This design comes from an exercise in tuning for small area on the open sky130 flow, not from production work.
Where RTL was checked, it was by simulation tests only, not by an equivalence proof against the original.
Power and IR drop assume default switching activity.

wip/xenon:
Design cluster_centroid_n, start of the top module:
module cluster_centroid_n #(
  parameter int IMG_WIDTH    = 640,
  parameter int IMG_HEIGHT   = 480,
  parameter int NUM_CLUSTERS = 3,
  parameter int COLOR_W      = 12,
  parameter int DIST_THRESH  = 64,
  parameter int MIN_COUNT    = 4,
  localparam int XW = $clog2(IMG_WIDTH),
  localparam int YW = $clog2(IMG_HEIGHT),
  localparam int IW = (NUM_CLUSTERS > 1) ? $clog2(NUM_CLUSTERS) : 1
) (
  input  logic                         clk,
  input  logic                         rst,
  input  logic signed [COLOR_W-1:0]    pixel_r,
  input  logic signed [COLOR_W-1:0]    pixel_g,
  input  logic signed [COLOR_W-1:0]    pixel_b,
  input  logic                         pixel_valid,
  input  logic [XW-1:0]                x,
  input  logic [YW-1:0]                y,
  input  logic                         ref_wr_en,
  input  logic [IW-1:0]                ref_wr_idx,
  input  logic signed [COLOR_W-1:0]    ref_wr_r,
  input  logic signed [COLOR_W-1:0]    ref_wr_g,
  input  logic signed [COLOR_W-1:0]    ref_wr_b,
  output logic [NUM_CLUSTERS*XW-1:0]   centroid_x,
  output logic [NUM_CLUSTERS*YW-1:0]   centroid_y,
  output logic [NUM_CLUSTERS-1:0]      found,
  output logic                         frame_done,
  ...
For scale: ~2800 cells after synthesis, roughly 670 flip-flops, ~160 I/O pins, ~31000 um2 of cells after synthesis.
clock: 8.0 ns
lec_check: 0
cap_margin: 20
core_margin: 2
core_utilization: 60
cts_cluster_diameter: 90
cts_cluster_size: 26
gpl_timing_driven: 0
place_density: 0.8
slew_margin: 20
standard.sh (not shown) runs the stock make flow with config.mk's settings and CLKGATE_MAP_FILE= SYNTH_SCRIPT=/design/flow/synth_recipe.tcl, a recipe that flattens the netlist after the stock synthesis.
==> flow/flow/run.sh <==
#!/bin/bash
# The standard layout, with the smallest buffer on the input and output ports
# and the synthesis buffers taken out before placement.
set -euo pipefail
export BUFFER_PORTS_ARGS="-buffer_cell sky130_fd_sc_hd__buf_1"
export REMOVE_ABC_BUFFERS=1
bash standard.sh > flow_make.log 2>&1
wip/xenon: PASS, flow complete, no timing, DRC or antenna violations
[inputs] wip/cedar vs wip/xenon
Settings: a deleted PLACE_DENSITY that had been 0.8.
==> flow/flow/run.sh <==
#!/bin/bash
# The standard layout, with the smallest buffer on the input and output ports.
set -euo pipefail
export BUFFER_PORTS_ARGS="-buffer_cell sky130_fd_sc_hd__buf_1"
bash standard.sh > flow_make.log 2>&1
Results
- wip/cedar vs. wip/xenon: final antenna diode count went down by 2.
- Looking at wip/cedar and wip/xenon, the final period demand of the worst path is a wash.
- Comparing wip/xenon against wip/cedar, there is no change at all in final setup violation count.
- Between wip/cedar and wip/xenon, the count of routing violations after the opening detailed-route iteration is higher for wip/xenon.
- The register share of the cell area reported for wip/cedar is smaller than that of wip/xenon by 0.23 points.
- Relative to wip/xenon, the met2 layer usage reported by global route of wip/cedar is higher by 4.2 points.
- wip/cedar ended with more area overhead of the layout relative to synthesis than wip/xenon.
- wip/cedar: final area about 0.6% above wip/xenon
- Setup slack across wip/cedar and wip/xenon: no real change.
- On via total after detailed routing: wip/cedar sits above wip/xenon.
- Critical path depth, wip/cedar and wip/xenon, higher one = wip/cedar.
For wip/amber, these inputs were changed with respect to wip/cedar:
Settings: a change of CTS_CLUSTER_DIAMETER from 90 to 60; a change of CTS_CLUSTER_SIZE from 26 to 30; an added PLACE_DENSITY of 0.8.
==> notes.md <==
- wip/amber | status: complete | timing, DRC, antenna: pass
- Compared with wip/cedar, in wip/amber share of total power in the clock network +3.5 points; final design instance area without fill grew by about 1.6%; number of violations reported at the end of detailed-routing iteration 0 up 227; shortest clock period the worst path allows after layout moved down.
- Of wip/cedar and wip/amber, the higher leakage power of the design belongs to wip/amber.
- Across both runs, signed area change from the synthesized netlist to the final layout was higher for wip/amber than for wip/cedar.
- wip/amber ended up with a higher count of buffers not belonging to the clock network in the layout than wip/cedar did.
- Cmp wip/amber vs wip/cedar: fraction of area in multi-input gates lower in wip/amber
- wip/amber has average routed wire per standard cell below what wip/cedar had.
- wip/amber vs. wip/cedar: data required time at the worst endpoint saw a decrease, non-filler instance count after layout saw an increase.
Input changes introduced in wip/zinc (baseline for comparison: wip/amber):
Settings: a deleted PLACE_DENSITY that had been 0.8; an added CTS_BUF_LIST of sky130_fd_sc_hd__clkbuf_8 sky130_fd_sc_hd__clkbuf_16; a change of CTS_CLUSTER_SIZE from 30 to 26; a change of CTS_CLUSTER_DIAMETER from 60 to 90.
### Flow results
wip/zinc | stages: all done | timing, DRC, antenna: all pass
Against wip/amber, wip/zinc reports a delay of the slowest cell on the worst path that is higher.
Global routing usage on met3: wip/zinc < wip/amber
Looking at clock period minus worst slack across wip/zinc and wip/amber, the one that comes out lower is wip/amber.
Relative slew slack ends up lower on wip/amber.
Re post-synthesis instance area: no difference whatsoever between wip/zinc and wip/amber.
Relative contribution of sequential cells to total power was lower in wip/amber than in wip/zinc.
Wire: wip/zinc routes more than wip/amber
The lower leakage power came out of wip/zinc.
Length of routed met3 wiring sits lower in wip/zinc than in wip/amber.
Utilization of the core after routing: wip/zinc < wip/amber
Run comparison: wip/amber beginning of the critical path pixel_r[0]; wip/zinc beginning of the critical path pixel_g[0]
### wip/zinc -> wip/ember
Settings: CTS_BUF_LIST: sky130_fd_sc_hd__clkbuf_8 sky130_fd_sc_hd__clkbuf_16 -> unset; CTS_CLUSTER_DIAMETER: 90 -> 70; CTS_CLUSTER_SIZE: 26 -> 28.
==> comparison <==
- When wip/ember is set beside wip/zinc, its setup slack turns out to be 0.074 ns smaller.
- Note that the routed length on met3 recorded for wip/ember amounts to 0.946 times the value seen in wip/zinc.
- Clock-buffer cell count for wip/ember: 6 up relative to wip/zinc
- Comparing wip/zinc against wip/ember, there is no change at all in number of synthesized register bits.
- Of wip/ember and wip/zinc, the lower switching portion of total power belongs to wip/zinc.
- wip/ember against wip/zinc: endpoint required time on the critical path rose by 0.02 ns; met3 capacity usage during global routing fell by 0.28 points; overall die area stayed essentially flat.
--- input diff wip/ember..wip/harbor ---
Settings: putting PLACE_DENSITY at 0.8 where nothing was set; swapping 70 for 90 in CTS_CLUSTER_DIAMETER; swapping 28 for 26 in CTS_CLUSTER_SIZE.
==> notes.md <==
- Result: PASS for each of wip/ember and wip/harbor
- In the tables for wip/ember and wip/harbor, clock network fraction of design power reads higher with wip/ember.
- Sort wip/ember and wip/harbor by via count, ascending, and wip/ember comes first.
- Of wip/ember and wip/harbor, wip/harbor shows the lower worst-path maximum fanout, with wip/ember above it.
- wip/harbor vs. wip/ember: power saw a decrease; design area decreased 360 um2; die boundary width shows no meaningful change.
- Comparing wip/ember and wip/harbor, the lower number of stages on the worst setup path was measured on wip/ember.


cluster_centroid_n, a different RTL version from the one above (not shown whole).
For scale: about 2700 cells after synthesis, roughly 31000 um2 of cells after synthesis.
clock: 8.0 ns
lec_check: 0
cap_margin: 20
core_margin: 2
core_utilization: 70
cts_cluster_diameter: 100
cts_cluster_size: 30
gpl_timing_driven: 0
slew_margin: 20
==> flow/flow/run.sh <==
#!/bin/bash
# The standard layout, with the smallest buffer on the input and output ports
# and the synthesis buffers taken out before placement.
set -euo pipefail
export BUFFER_PORTS_ARGS="-buffer_cell sky130_fd_sc_hd__buf_1"
export REMOVE_ABC_BUFFERS=1
bash standard.sh > flow_make.log 2>&1
The baseline finished with timing, DRC and antenna clean.
Change:
==> flow/run.sh (new file) <==
#!/bin/bash
# synth_recipe.tcl (not shown) runs the flow's synth.tcl, then flattens the netlist and writes it again
# the make line also repeats each setting of config.mk as NAME=value (left out here)
make -C /OpenROAD-flow-scripts/flow DESIGN_CONFIG=/design/flow/config.mk WORK_HOME=/design/flow/orfs CLKGATE_MAP_FILE= SYNTH_SCRIPT=/design/flow/synth_recipe.tcl finish
--- a/flow/config.mk
+++ b/flow/config.mk
@@ -10 +10 @@
-export CORE_UTILIZATION = 70
+export CORE_UTILIZATION = 60
removed: flow/flow/run.sh
removed: flow/standard.sh
Effect: The new run completed with no timing, DRC or antenna violations. Cell count went up by a few percent. Synthesized cell count does not change. Worst hold slack got worse by 0.029 ns. Cell area rose by a few percent. Synthesized area is unchanged. Total power rose by roughly a tenth. Worst setup slack loses 0.031 ns. Routed wire length goes up by about a fifth.
Change:
==> flow/flow/run.sh (new file) <==
#!/bin/bash
# The standard layout, with the smallest buffer on the input and output ports
# and the synthesis buffers taken out before placement.
set -euo pipefail
export BUFFER_PORTS_ARGS="-buffer_cell sky130_fd_sc_hd__buf_1"
export REMOVE_ABC_BUFFERS=1
bash standard.sh > flow_make.log 2>&1
==> flow/standard.sh (new file) <==
#!/bin/bash
# synth_recipe.tcl (not shown) runs the flow's synth.tcl, then flattens the netlist and writes it again
# the make line also repeats each setting of config.mk as NAME=value (left out here)
make -C /OpenROAD-flow-scripts/flow DESIGN_CONFIG=/design/flow/config.mk WORK_HOME=/design/flow/orfs CLKGATE_MAP_FILE= SYNTH_SCRIPT=/design/flow/synth_recipe.tcl "${@:-finish}"
--- a/flow/config.mk
+++ b/flow/config.mk
@@ -11,2 +11,2 @@
-export CTS_CLUSTER_DIAMETER = 100
-export CTS_CLUSTER_SIZE = 30
+export CTS_CLUSTER_DIAMETER = 80
+export CTS_CLUSTER_SIZE = 24
removed: flow/run.sh
After rerunning: Global-route usage shrinks by 2.8 points; worst setup slack improved by 0.065 ns; register-to-register slack improved by 0.05 ns; critical path depth stays the same.
Change:
==> flow/flow/run.sh (replaced) <==
#!/bin/bash
# The standard layout, with the smallest buffer on the input and output ports.
set -euo pipefail
export BUFFER_PORTS_ARGS="-buffer_cell sky130_fd_sc_hd__buf_1"
bash standard.sh > flow_make.log 2>&1
--- a/flow/config.mk
+++ b/flow/config.mk
@@ -11,2 +11,2 @@
-export CTS_CLUSTER_DIAMETER = 80
-export CTS_CLUSTER_SIZE = 24
+export CTS_CLUSTER_DIAMETER = 100
+export CTS_CLUSTER_SIZE = 30
After rerunning: Clock-buffer cell count came out lower by 14; worst setup slack is worse by 0.022 ns; area after synthesis is unchanged; critical path depth is unchanged; wire length increases by 11%; total power is lower by 6.6%.
No run of this note included a check of the RTL's function; only the layout flow was run.

-- what the ideal ports hide --
Ports are ideal in the flow. The routed layouts listed here were re-timed in OpenROAD. Step 1 assumes that a clkbuf_16 drives the clock port and a buf_2 every other input. Step 2 moves the port delays by t, midway between the first and last clock arrival at a register: inputs arrive t later, outputs are due t later. That takes back most of the time a late clock gives input paths. Slacks: ideal ports / drivers / drivers and shift; pairs: ideal ports / drivers.
run	t (ns)	slack for setup (ns)	clock arrival spread, ns	worst slew at a driven data input, ns	pins driven straight from the clock port
wip/xenon	0.681	0.273 / 0.291 / -0.378	0.038 / 0.038	0.13	1
wip/cedar	0.638	0.271 / 0.304 / -0.334	0.031 / 0.030	0.11	1
wip/amber	0.674	0.293 / 0.320 / -0.346	0.048 / 0.048	0.11	1
wip/zinc	0.637	0.261 / 0.294 / -0.343	0.032 / 0.031	0.11	1
wip/ember	0.657	0.187 / 0.220 / -0.437	0.053 / 0.052	0.11	1
wip/harbor	0.672	0.293 / 0.323 / -0.349	0.020 / 0.020	0.12	1
the first run of note 2	0.673	0.160 / 0.194 / -0.480	0.025 / 0.025	0.12	1
the second run of note 2	0.649	0.129 / 0.165 / -0.484	0.019 / 0.018	0.08	1
the third run of note 2	0.629	0.194 / 0.229 / -0.401	0.027 / 0.027	0.07	1
the fourth run of note 2	0.666	0.172 / 0.214 / -0.452	0.027 / 0.028	0.08	1
With both steps, setup timing fails in every run listed, where it was met with ideal ports. For wip/xenon, which loses most, drivers alone change the setup slack by +0.018 ns; drivers and shift together by -0.651 ns.
